From an optimization exercise on the open Yosys and OpenROAD flow, aimed at small area and a short achievable clock period; shortcuts taken in it are not production practice. RTL that was checked went through simulation tests only; none was proved equivalent to the original. Power and IR drop assume default switching activity.

==> inputs of job 2149 <==
## coproc_top
module coproc_top (
  input  logic                CLOCK_50,
  input  logic                hps_fpga_reset_n,
  input  logic [word_w-1:0]   in_readdata,
  input  logic                in_waitrequest,
  output logic                in_read,
  output logic [word_w-1:0]   out_writedata,
  output logic                out_write,
  input  logic                out_waitrequest,
  input  logic [2:0]          reset_req,
  output logic                cold_reset,
  output logic                warm_reset,
  output logic                debug_reset,
  output logic [uptime_w-1:0] status_count,
  output logic [led_w-1:0]    ledr
);
clock: 6.8 ns
lec_check: 0
cap_margin: 20
core_margin: 2
core_utilization: 60
cts_buf_list: sky130_fd_sc_hd__clkbuf_8 sky130_fd_sc_hd__clkbuf_16
cts_cluster_diameter: 100
cts_cluster_size: 20
setup_slack_margin: 3.7
slew_margin: 20
synth_hierarchical: 1
tns_end_percent: 5
standard.sh (not shown) runs the stock make flow with config.mk's settings and CLKGATE_MAP_FILE= SYNTH_SCRIPT=/design/flow/synth_recipe.tcl, a recipe that flattens the netlist after the stock synthesis.
==> flow/flow/run.sh <==
#!/bin/bash
# Layout flow: the standard ORFS flow, with the port buffers that the
# placement step inserts made from sky130_fd_sc_hd__buf_1, which the timing
# repair may then resize, instead of the delay-cell buffer the resizer picks.
set -euo pipefail
bash standard.sh "BUFFER_PORTS_ARGS=-buffer_cell sky130_fd_sc_hd__buf_1" finish > orfs_make.log 2>&1
==> inputs of job 7924, as changes to job 2149 <==
Settings changed: CTS_BUF_LIST sky130_fd_sc_hd__clkbuf_8 sky130_fd_sc_hd__clkbuf_16 to not set, CTS_CLUSTER_DIAMETER 100 to 150, CTS_CLUSTER_SIZE 20 to 30, SETUP_SLACK_MARGIN 3.7 to 3.55.
==> summary.txt <==
Between job 7924 and job 2149, the lower worst hold slack is in job 2149 (gap 0.0081 ns).
Against job 2149, the final cell count of job 7924 is smaller by about 1.2%.
Die area is the same in job 2149 and job 7924.
Core utilization: job 7924 is lower than job 2149 (1.3 points).
In job 7924 the power is lower than in job 2149, by about 4%.
Routed wire length: job 2149 is higher than job 7924 (about 0.7%).
Against job 2149, the non-clock buffer count of job 7924 is lower by 9.

* * *

==> onyx <==
Starting RTL as in the previous note.
Design coproc_top, start of the top module:
module coproc_top (
  input  logic                CLOCK_50,
  input  logic                hps_fpga_reset_n,
  input  logic [word_w-1:0]   in_readdata,
  input  logic                in_waitrequest,
  output logic                in_read,
  output logic [word_w-1:0]   out_writedata,
  output logic                out_write,
  input  logic                out_waitrequest,
  input  logic [2:0]          reset_req,
  output logic                cold_reset,
  output logic                warm_reset,
  output logic                debug_reset,
  output logic [uptime_w-1:0] status_count,
  output logic [led_w-1:0]    ledr
);
clock: 6.8 ns
lec_check: 0
cap_margin: 20
core_margin: 2
core_utilization: 60
cts_cluster_diameter: 150
cts_cluster_size: 30
setup_slack_margin: 3.7
slew_margin: 20
synth_hierarchical: 1
tns_end_percent: 0
Scripts as last shown in full above: flow/flow/run.sh
==> maple (differences from onyx) <==
==> flow/flow/run.sh (replaced) <==
#!/bin/bash
# Layout flow: the standard ORFS flow, with the port buffers that the
# placement step inserts made from sky130_fd_sc_hd__buf_1, which the timing
# repair may then resize, instead of the delay-cell buffer the resizer picks;
# and with ORFS's power recovery after global routing, which downsizes gates
# on paths that keep positive slack.
set -euo pipefail
bash standard.sh "BUFFER_PORTS_ARGS=-buffer_cell sky130_fd_sc_hd__buf_1" RECOVER_POWER=100 finish > orfs_make.log 2>&1
CORE_UTILIZATION = 65   (was 60)
TNS_END_PERCENT = not set   (was 0)
==> zinc (differences from onyx) <==
CORE_UTILIZATION = 55   (was 60)
CTS_CLUSTER_DIAMETER = 100   (was 150)
CTS_CLUSTER_SIZE = 24   (was 30)
TNS_END_PERCENT = not set   (was 0)
==> qor summary <==
metric                                                          onyx        zinc                                            maple
Combinational share of power                                   0.543       0.553                                            0.556
Met1 GRT Util                                                  0.351       0.320                                            0.377
Slew Limit Headroom                                            0.290       0.463                                            -1.02
P_comb                                                       3.49 mW     3.74 mW                                          3.68 mW
# Max-Cap Violations                                               0           0                                                2
Growth of design area from synthesis to finish                 7.14%       10.6%                                            7.87%
Power consumption                                            6.44 mW     6.76 mW                                          6.61 mW
Status                                      timing/DRC/antenna clean  timing/DRC/antenna clean                         finished with violations
Layout check failures                                              -           -  max-capacitance violations, max-slew violations
Gr usage total                                                 0.228       0.213                                            0.246
Startpoint-to-endpoint class of the critical path             in2out     reg2reg                                           in2reg
Die Span Y                                                    153 µm      159 µm                                           147 µm
Combined area of the multi-input logic cells                7030 µm²    7080 µm²                                         7010 µm²
Proportion of final cell area spent on non-clock buffers      0.0434      0.0605                                           0.0521

* * *

==> v2: inputs <==
coproc_top, a different RTL version from the one above (not shown whole).
// coproc_top
module coproc_top (
  input  logic                CLOCK_50,
  input  logic                hps_fpga_reset_n,
  input  logic [word_w-1:0]   in_readdata,
  input  logic                in_waitrequest,
  output logic                in_read,
  output logic [word_w-1:0]   out_writedata,
  output logic                out_write,
  input  logic                out_waitrequest,
  input  logic [2:0]          reset_req,
  output logic                cold_reset,
  output logic                warm_reset,
  output logic                debug_reset,
  output logic [uptime_w-1:0] status_count,
  output logic [led_w-1:0]    ledr
);
make LEC_CHECK=0 ABC_CLOCK_PERIOD_IN_PS=3500 CAP_MARGIN=20 CORE_MARGIN=2 CORE_UTILIZATION=55 SETUP_SLACK_MARGIN=3.0 SLEW_MARGIN=20 finish   # period 6.8 ns
run.sh (not shown) runs the stock make flow with config.mk's settings and CLKGATE_MAP_FILE= SYNTH_SCRIPT=/design/flow/synth_recipe.tcl, a recipe that flattens the netlist after the stock synthesis.
Stock flow here: none of the scripts above is used.
==> inputs of v23, as changes to v2 <==
- SETUP_SLACK_MARGIN: 3.0 -> 3.4
==> impl_metrics.py <==
metrics = {
    "clocking": {
        "path_clk_slew_ns": 0.08,
    },
    "global_route": {
        "grt_pass1_wl_mm": 46.53,
        "use_met3_pct": 5.262,
    },
    "run_status": {
        "status": "timing/DRC/antenna clean",
    },
    "worst_setup_path": {
        "crit_end": "mult_inst.y_q[15]",
        "critPathLaunchType": "register",
    },
    "drt": {
        "wl_met1_mm": 12.24,
        "totalWireLength_mm": 28.18,
    },
}
That was v2.
==> impl_metrics.py <==
metrics = {
    "drt": {
        "totalWireLength_mm": 29.92,
    },
    "clocking": {
        "path_clk_slew_ns": 0.07,
    },
    "run_status": {
        "status": "timing/DRC/antenna clean",
    },
    "worst_setup_path": {
        "critPathLaunchType": "input port",
        "crit_end": "in_read",
    },
    "global_route": {
        "use_met3_pct": 5.757,
    },
}
That was v23.
Function was not checked in any run of this note: the RTL went through the layout flow alone.

## afterwards: timing with drivers on the ports
The results above use ideal ports. As a check the final layouts listed here were re-extracted and re-timed, cells and wires unchanged. Step 1 assumes that a clkbuf_16 drives the clock port and a buf_2 every other input. Step 2 adds t to the input delays and takes it off the output delays; t is the mean of the earliest and latest rising clock arrival at the registers after step 1. Input paths then give back, and output paths get back, about the clock's delay inside the block. Slacks: ideal / step 1 / step 2; pairs: ideal / step 1.
run | t (ns) | slack for setup (ns) | hold WS [ns] | latest minus earliest clock arrival (ns) | cell pins on the clock port's net
job 2149 | 0.524 | 3.708 / 3.688 / 3.494 | 0.387 / 0.387 / 0.387 | 0.014 / 0.014 | 1
job 7924 | 0.520 | 3.617 / 3.596 / 3.327 | 0.395 / 0.395 / 0.395 | 0.017 / 0.017 | 1
onyx | 0.520 | 3.708 / 3.689 / 3.491 | 0.395 / 0.395 / 0.395 | 0.019 / 0.019 | 1
maple | 0.516 | 2.357 / 2.384 / 1.868 | 0.397 / 0.397 / 0.397 | 0.018 / 0.018 | 1
zinc | 0.520 | 3.726 / 3.715 / 3.715 | 0.384 / 0.384 / 0.384 | 0.017 / 0.017 | 1
v2 | 0.484 | 3.155 / 3.155 / 3.155 | 0.380 / 0.380 / 0.380 | 0.020 / 0.020 | 1
v23 | 0.485 | 3.505 / 3.482 / 3.482 | 0.386 / 0.386 / 0.386 | 0.013 / 0.014 | 1
For maple, which loses most, drivers alone change the setup slack by +0.027 ns; drivers and shift together by -0.489 ns.
